This design comes from an exercise in tuning for small area, a short achievable clock period and few clock cycles on the open sky130 flow, not from production work.

## v6
// julia_worker
module julia_worker (
	input  logic               tb_clk,
	input  logic               rst,
	input  logic               start,
	input  logic [19:0]        pixel,   
	input  logic [43:0]        c,       
	input  logic               mc_busy,
	output logic               ready,
	output logic               done,
	output logic [63:0]        result   
);
Size: ~1800 cells after synthesis, roughly 130 I/O pins, ~0.019 mm^2 of cells after synthesis.
==> flow/config.mk <==
export PLATFORM = sky130hd
export DESIGN_NAME = julia_worker
export DESIGN_NICKNAME = julia_worker
export VERILOG_FILES = /design/flow/design.v
export SDC_FILE = /design/flow/constraint.sdc
export NUM_CORES = 4
export LEC_CHECK = 0
export CAP_MARGIN = 60
export CORE_MARGIN = 2
export CORE_UTILIZATION = 40
export SLEW_MARGIN = 60
export SYNTH_HIERARCHICAL = 1
export SYNTH_MINIMUM_KEEP_SIZE = 0
==> flow/constraint.sdc <==
create_clock -name core_clock -period 14.0 [get_ports {tb_clk}]
set_input_delay 2.8000 -clock core_clock [delete_from_list [all_inputs] [get_ports {tb_clk}]]
set_output_delay 2.8000 -clock core_clock [all_outputs]
set_load 0.01 [all_outputs]
run.sh (not shown) runs the stock make flow with config.mk's settings and CLKGATE_MAP_FILE= SYNTH_SCRIPT=/design/flow/synth_recipe.tcl, a recipe that flattens the netlist after the stock synthesis.
The following lists how v7 was set up differently from v6:
diff --git a/flow/design.v b/flow/design.v
--- a/flow/design.v
+++ b/flow/design.v
@@ -63,25 +63,26 @@
 `timescale 1ns/1ps
 module jw_step (
 	input  logic [13:0] xr,
 	input  logic [13:0] xi,
 	input  logic [14:0] cre,
 	input  logic [14:0] cim,
 	output logic        escaped,
 	output logic [15:0] nre,
 	output logic [15:0] nim
 );
 	logic [27:0] ta_r0, ta_r1, tb_r0, tb_r1, tp_r0, tp_r1;
-	logic [11:0] ca_s, cb_s;
-	logic        ca, cb;
+	logic [11:0] cb_s;
+	logic        cb;
 	logic [27:0] esum;
+	logic [26:0] rsum;
 	logic [25:0] isum;
 	logic [16:0] te_r0, te_r1;
 	logic [15:0] tr_r0, tr_r1;
 	logic [6:0]  bneg, bone, btwo;
 	logic [14:0] bpp0, bpp1, bpp2, bpp3, bpp4, bpp5, bpp6;
 	logic [14:0] yb, xs1, xs2;
 	logic tas1, tac2, tas3, tac3, tas4, tac4, tas5, tac5, tas6, tac6, tas7, tac7, tas8, tac8, tas9, tac9;
 	logic tas10, tac10, tas11, tac11, tas12, tac12, tas13, tac13, tas14, tac14, tas15, tac15, tas16, tac16, tas17, tac17;
 	logic tas18, tac18, tas19, tac19, tas20, tac20, tas21, tac21, tas22, tac22, tas23, tac23, tas24, tac24, tas25, tac25;
 	logic tas26, tac26, tas27, tac27, tas28, tac28, tas29, tac29, tas30, tac30, tas31, tac31, tas32, tac32, tas33, tac33;
 	logic tas34, tac34, tas35, tac35, tas36, tac36, tas37, tac37, tas38, tac38, tas39, tac39, tas40, tac40, tas41, tac41;
@@ -144,25 +145,23 @@
 	assign bone[4] = yb[9] ^ yb[8];
 	assign btwo[4] = (yb[10] & ~yb[9] & ~yb[8]) | (~yb[10] & yb[9] & yb[8]);
 	assign bpp4 = (({15{bone[4]}} & xs1) | ({15{btwo[4]}} & xs2)) ^ {15{bneg[4]}};
 	assign bneg[5] = yb[12];
 	assign bone[5] = yb[11] ^ yb[10];
 	assign btwo[5] = (yb[12] & ~yb[11] & ~yb[10]) | (~yb[12] & yb[11] & yb[10]);
 	assign bpp5 = (({15{bone[5]}} & xs1) | ({15{btwo[5]}} & xs2)) ^ {15{bneg[5]}};
 	assign bneg[6] = yb[14];
 	assign bone[6] = yb[13] ^ yb[12];
 	assign btwo[6] = (yb[14] & ~yb[13] & ~yb[12]) | (~yb[14] & yb[13] & yb[12]);
 	assign bpp6 = (({15{bone[6]}} & xs1) | ({15{btwo[6]}} & xs2)) ^ {15{bneg[6]}};
-	assign ca_s = {1'b0, ta_r0[10:0]} + {1'b0, ta_r1[10:0]};
 	assign cb_s = {1'b0, tb_r0[10:0]} + {1'b0, tb_r1[10:0]};
-	assign ca = ca_s[11];
 	assign cb = cb_s[11];
 	assign tas1 = ~cre[3];
 	assign tac2 = cre[3];
 	jw_fa u_ta3 (.a(cre[1]), .b(xr[6]), .c((xr[0] & xr[11])), .s(tas3), .co(tac3));
 	jw_fa u_ta4 (.a(cre[2]), .b((xr[0] & xr[12])), .c((xr[1] & xr[11])), .s(tas4), .co(tac4));
 	jw_fa u_ta5 (.a(tas1), .b(xr[7]), .c(~(xr[13] & xr[0])), .s(tas5), .co(tac5));
 	jw_fa u_ta6 (.a((xr[1] & xr[12])), .b((xr[2] & xr[11])), .c((xr[3] & xr[10])), .s(tas6), .co(tac6));
 	jw_fa u_ta7 (.a(cre[4]), .b(tac2), .c(~(xr[13] & xr[1])), .s(tas7), .co(tac7));
 	jw_fa u_ta8 (.a((xr[2] & xr[12])), .b((xr[3] & xr[11])), .c((xr[4] & xr[10])), .s(tas8), .co(tac8));
 	jw_fa u_ta9 (.a(cre[5]), .b(xr[8]), .c(~(xr[13] & xr[2])), .s(tas9), .co(tac9));
 	jw_fa u_ta10 (.a((xr[3] & xr[12])), .b((xr[4] & xr[11])), .c((xr[5] & xr[10])), .s(tas10), .co(tac10));
@@ -503,23 +502,24 @@
 	jw_fa u_tr337 (.a(ta_r1[23]), .b(trc334), .c(trs336), .s(trs337), .co(trc337));
 	jw_fa u_tr338 (.a(~tb_r0[24]), .b(~tb_r1[24]), .c(ta_r0[24]), .s(trs338), .co(trc338));
 	jw_fa u_tr339 (.a(ta_r1[24]), .b(trc336), .c(trs338), .s(trs339), .co(trc339));
 	jw_fa u_tr340 (.a(~tb_r0[25]), .b(~tb_r1[25]), .c(ta_r0[25]), .s(trs340), .co(trc340));
 	jw_fa u_tr341 (.a(ta_r1[25]), .b(trs340), .c(trc338), .s(trs341), .co(trc341));
 	assign trs342 = ~tb_r0[26] ^ ~tb_r1[26] ^ ta_r0[26];
 	assign trs343 = ta_r1[26] ^ trc340 ^ trs342;
 	assign tr_r0 = {trc341, trc339, trc337, trc335, trc333, trc331, trc329, trc327, trc325, trc323, trc321, trc319, trc317, trc315, trs314, ~cb};
 	assign tr_r1 = {trs343, trs341, trs339, trs337, trs335, trs333, trs331, trs329, trs327, trs325, trs323, trs321, trs319, trs317, trs315, trs313};
 	assign esum = {te_r0, ta_r0[10:0]} + {te_r1, ta_r1[10:0]};
 	assign escaped = ~esum[27];
-	assign nre = tr_r0 + tr_r1 + ca;
+	assign rsum = {tr_r0, ta_r0[10:0]} + {tr_r1, ta_r1[10:0]};
+	assign nre = rsum[26:11];
 	assign isum = tp_r0[25:0] + tp_r1[25:0];
 	assign nim = {isum[25:11], cim[0]};
 endmodule
 module jw_fa (
 	input  logic a,
 	input  logic b,
 	input  logic c,
 	output logic s,
 	output logic co
 );
 	assign s  = a ^ b ^ c;
==> comparison <==
The final layout from v7, which completed every stage, passed the timing, DRC and antenna checks at the end of the flow. v7 against v6: global-route wire length before repair higher, final estimated routing congestion in global placement higher, fraction of layout instances using a drive strength above 1 higher. Per the comparison of v7 with v6, final design instance area without fill rose by about 0.6%; total die area now sits higher; number of standard cells after synthesis went up about 1.4%. v7 against v6: cell count after placement grew by about 0.8%, hold slack level.
Function was not checked in any run of this note: the RTL went through the layout flow alone.

========
Another version of the RTL of julia_worker (not shown whole).
Size in the first run: roughly 170 flip-flops, roughly 130 I/O pins, ~0.019 mm² of cells after synthesis.
==> module julia_worker, before the edit <==
module julia_worker (
	input  logic               tb_clk,
	input  logic               rst,
	input  logic               start,
	input  logic [19:0]        pixel,   
	input  logic [43:0]        c,       
	input  logic               mc_busy,
	output logic               ready,
	output logic               done,
	output logic [63:0]        result   
);
	logic        busy;
	logic        load;
	logic        tree_escaped;
	logic        periodic;
	logic [7:0]  count;
	logic [19:0] pix_q;
	logic [13:0] xr, xi, xr0, xi0;
	logic [1:0]  xr_top, xi_top;    
	logic [15:0] zr_d, zi_d;        
	logic        ovr, ovi;
	logic [15:0] nre, nim;
	logic [14:0] cre, cim, cre0, cim0;
	logic        cre_big, cim_big, cre_big0, cim_big0;   
	logic        cflag;       
	logic [27:0] z_seen;
	logic        waiting;     
	logic        w_dec;       
	logic        w_black;     
	logic        esc_q;       
	logic        esc_raw;     
	logic        stepped;     
	logic        per_q;       
	logic        res_free;
	logic        sure_esc;
	logic        stop;
	logic        late_stop;   
	logic        pstop;       
	logic        may_take;    
	logic        step;
	logic        transfer;
	logic [19:0] res_index;
	logic [19:0] pix_index;
	logic [7:0]  res_count;
	logic        res_black;
	jw_sure_escape u_sure (
		.tb_clk   (tb_clk),
		.dr       (zr_d[15:8]),
		.di       (zi_d[15:8]),
		.cflag    (cflag),
		.ovr      (ovr),
		.ovi      (ovi),
		.sure_esc (sure_esc)
	);
	assign esc_q     = esc_raw & stepped;
	assign late_stop = esc_q | pstop;
	assign stop      = late_stop | sure_esc;
	assign step = busy & ~waiting & ~stop;
	jw_control u_control (
		.rst      (rst),
		.start    (start),
		.mc_busy  (mc_busy),
		.busy     (busy),
		.done     (done),
		.may_take (may_take),
		.stop     (stop),
		.ready    (ready),
		.load     (load),
		.res_free (res_free)
	);
	iter_counter u_counter (
		.tb_clk   (tb_clk),
		.load     (load),
		.step     (step),
		.count    (count)
	);
	assign transfer = busy & res_free & (waiting | stop);
	always_ff @(posedge tb_clk) begin
		if (rst) begin
			busy    <= 1'b0;
			waiting <= 1'b0;
			done    <= 1'b0;
			stepped <= 1'b0;
			may_take <= 1'b0;
			per_q   <= 1'b0;
			pstop   <= 1'b0;
		end else begin
			busy    <= load | (busy & ~transfer);
			waiting <= busy & ~load & ~res_free & (waiting | stop);
			done    <= transfer | (done & mc_busy);
			may_take <= (load | (busy & ~transfer)) & ~(busy & ~load & ~res_free & (waiting | stop))
			            & ~(transfer | (done & mc_busy));
			stepped <= step;
			per_q   <= step & periodic;
			pstop   <= step & (periodic | (count == 8'(MAX_ITER - 1)));
		end
		esc_raw <= tree_escaped;
		cflag   <= ~load & (cflag | (step & (cre_big | cim_big)));
		if (~waiting) begin
			w_dec   <= esc_q;
			w_black <= ~esc_q & (per_q | (count == 8'(MAX_ITER)));
		end
	end
	always_ff @(posedge tb_clk) begin
		if (res_free) begin
			res_index <= pix_index;
			if (waiting) begin
				res_count <= w_dec ? count - 8'd1 : count;
				res_black <= w_black;
			end else begin
				res_count <= esc_q ? count - 8'd1 : count;
				res_black <= ~esc_q & (per_q | (count == 8'(MAX_ITER)));
			end
		end
	end
	jw_start u_start (
		.pixel (pixel),
		.c     (c),
		.xr    (xr0),
		.xi    (xi0),
		.cre     (cre0),
		.cim     (cim0),
		.cre_big (cre_big0),
		.cim_big (cim_big0)
	);
	jw_step u_step (
		.xr      (xr),
		.xi      (xi),
		.cre     (cre),
		.cim     (cim),
		.escaped (tree_escaped),
		.nre     (nre),
		.nim     (nim)
	);
	always_ff @(posedge tb_clk) begin
		if (count[3:0] == 4'd0) begin
			z_seen <= {xr, xi};
		end
	end
	assign periodic = (count != 8'd0) & ~ovr & ~ovi & ({xr, xi} == z_seen);
	assign zr_d = load ? {{2{xr0[13]}}, xr0} : nre;
	assign zi_d = load ? {{2{xi0[13]}}, xi0} : nim;
	always_ff @(posedge tb_clk) begin
		{xr_top, xr} <= zr_d;
		{xi_top, xi} <= zi_d;
		if (load) begin
			cre     <= cre0;
			cim     <= cim0;
			cre_big <= cre_big0;
			cim_big <= cim_big0;
			pix_q <= pixel;
		end
	end
	assign pix_index = {pix_q[9:0], 9'd0} + {2'd0, pix_q[9:0], 7'd0} + 20'(pix_q[19:10]);
	pixel_result u_result (
		.index  (res_index),
		.count  (res_count),
		.black  (res_black),
		.result (result)
	);
endmodule
==> module jw_sure_escape, before the edit <==
module jw_sure_escape (
	input  logic       tb_clk,
	input  logic [7:0] dr,      
	input  logic [7:0] di,
	input  logic       cflag,
	output logic       ovr,
	output logic       ovi,
	output logic       sure_esc
);
	logic [7:0]  qr, qi;
	logic [12:8] mr, mi;
	logic        big_r, big_i;
	always_ff @(posedge tb_clk) begin
		qr <= dr;
		qi <= di;
	end
	assign ovr = (qr[7:5] != {3{qr[5]}}) | cflag;
	assign ovi = qi[7:5] != {3{qi[5]}};
	assign mr = qr[4:0] ^ {5{qr[5]}};
	assign mi = qi[4:0] ^ {5{qi[5]}};
	assign big_r = mr[12] & (|mr[11:8]);
	assign big_i = mi[12] & (|mi[11:8]);
	assign sure_esc = ovr | ovi | big_r | big_i;
endmodule
Settings: LEC_CHECK=0, CAP_MARGIN=60, CORE_MARGIN=2, CORE_UTILIZATION=40, SLEW_MARGIN=60, SYNTH_HIERARCHICAL=1, SYNTH_MINIMUM_KEEP_SIZE=0; clock period 14.0 ns.
Rerun with:
--- a/flow/design.v
+++ b/flow/design.v
@@ -572,10 +572,9 @@
 	logic [13:0] xr, xi, xr0, xi0;
 	logic [1:0]  xr_top, xi_top;    
-	logic [15:0] zr_d, zi_d;        
 	logic        ovr, ovi;
 	logic [15:0] nre, nim;
 	logic [14:0] cre, cim, cre0, cim0;
 	logic        cre_big, cim_big, cre_big0, cim_big0;   
-	logic        cflag;       
+	logic        moved;       
 	logic [27:0] z_seen;
 	logic        waiting;     
@@ -599,8 +598,6 @@
 	logic        res_black;
 	jw_sure_escape u_sure (
-		.tb_clk   (tb_clk),
-		.dr       (zr_d[15:8]),
-		.di       (zi_d[15:8]),
-		.cflag    (cflag),
+		.xr       (xr),
+		.xi       (xi),
 		.ovr      (ovr),
 		.ovi      (ovi),
@@ -650,5 +647,5 @@
 		end
 		esc_raw <= tree_escaped;
-		cflag   <= ~load & (cflag | (step & (cre_big | cim_big)));
+		moved   <= ~load & (moved | step);
 		if (~waiting) begin
 			w_dec   <= esc_q;
@@ -693,9 +690,14 @@
 	end
 	assign periodic = (count != 8'd0) & ~ovr & ~ovi & ({xr, xi} == z_seen);
-	assign zr_d = load ? {{2{xr0[13]}}, xr0} : nre;
-	assign zi_d = load ? {{2{xi0[13]}}, xi0} : nim;
+	assign ovr = ({xr_top, xr[13]} != {3{xr[13]}}) | (cre_big & moved);
+	assign ovi = ({xi_top, xi[13]} != {3{xi[13]}}) | (cim_big & moved);
 	always_ff @(posedge tb_clk) begin
-		{xr_top, xr} <= zr_d;
-		{xi_top, xi} <= zi_d;
+		if (load) begin
+			{xr_top, xr} <= {{2{xr0[13]}}, xr0};
+			{xi_top, xi} <= {{2{xi0[13]}}, xi0};
+		end else begin
+			{xr_top, xr} <= nre;
+			{xi_top, xi} <= nim;
+		end
 		if (load) begin
 			cre     <= cre0;
@@ -732,23 +734,14 @@
 endmodule
 module jw_sure_escape (
-	input  logic       tb_clk,
-	input  logic [7:0] dr,      
-	input  logic [7:0] di,
-	input  logic       cflag,
-	output logic       ovr,
-	output logic       ovi,
-	output logic       sure_esc
+	input  logic [13:0] xr,
+	input  logic [13:0] xi,
+	input  logic        ovr,
+	input  logic        ovi,
+	output logic        sure_esc
 );
-	logic [7:0]  qr, qi;
 	logic [12:8] mr, mi;
 	logic        big_r, big_i;
-	always_ff @(posedge tb_clk) begin
-		qr <= dr;
-		qi <= di;
-	end
-	assign ovr = (qr[7:5] != {3{qr[5]}}) | cflag;
-	assign ovi = qi[7:5] != {3{qi[5]}};
-	assign mr = qr[4:0] ^ {5{qr[5]}};
-	assign mi = qi[4:0] ^ {5{qi[5]}};
+	assign mr = xr[12:8] ^ {5{xr[13]}};
+	assign mi = xi[12:8] ^ {5{xi[13]}};
 	assign big_r = mr[12] & (|mr[11:8]);
 	assign big_i = mi[12] & (|mi[11:8]);
What happened: Worst hold slack is worse by 7.4 ps. Worst setup slack is worse by 97 ps. Synthesized area is lower by 1.4%. Routed wire length is lower by 2.9%. Register-to-register slack is better by 180 ps.
No functional check of the RTL was part of any run of this note.

-- port drivers added, routing unchanged --
The results above use ideal ports. As a check the final layouts listed here were re-extracted and re-timed, cells and wires unchanged. Step 1, drivers: a clkbuf_16 drives tb_clk and a buf_2 each remaining input, both assumed. Step 2 also shifts input and output timing later by t, the mid clock arrival at the registers, as if the neighbouring blocks saw the same clock. Three values: ideal ports, drivers, drivers and shift; two values: the first two.
| run | t, ns | slack for setup (ns) | latest minus earliest clock arrival (ns) | slew at the worst register clock pin (ns) | worst data-port slew with drivers (ns) |
|---|---|---|---|---|---|
| v6 | 0.516 | 7.868 / 7.811 / 7.908 | 0.024 / 0.023 | 0.07 / 0.07 | 0.05 |
| v7 | 0.520 | 7.859 / 7.859 / 7.859 | 0.018 / 0.017 | 0.08 / 0.08 | 0.06 |
| the first run of note 2 | 0.547 | 7.830 / 7.830 / 7.830 | 0.010 / 0.010 | 0.08 / 0.08 | 0.06 |
| the second run of note 2 | 0.519 | 7.733 / 7.678 / 8.006 | 0.012 / 0.012 | 0.08 / 0.08 | 0.06 |
After both steps setup and hold are still met in every run listed.
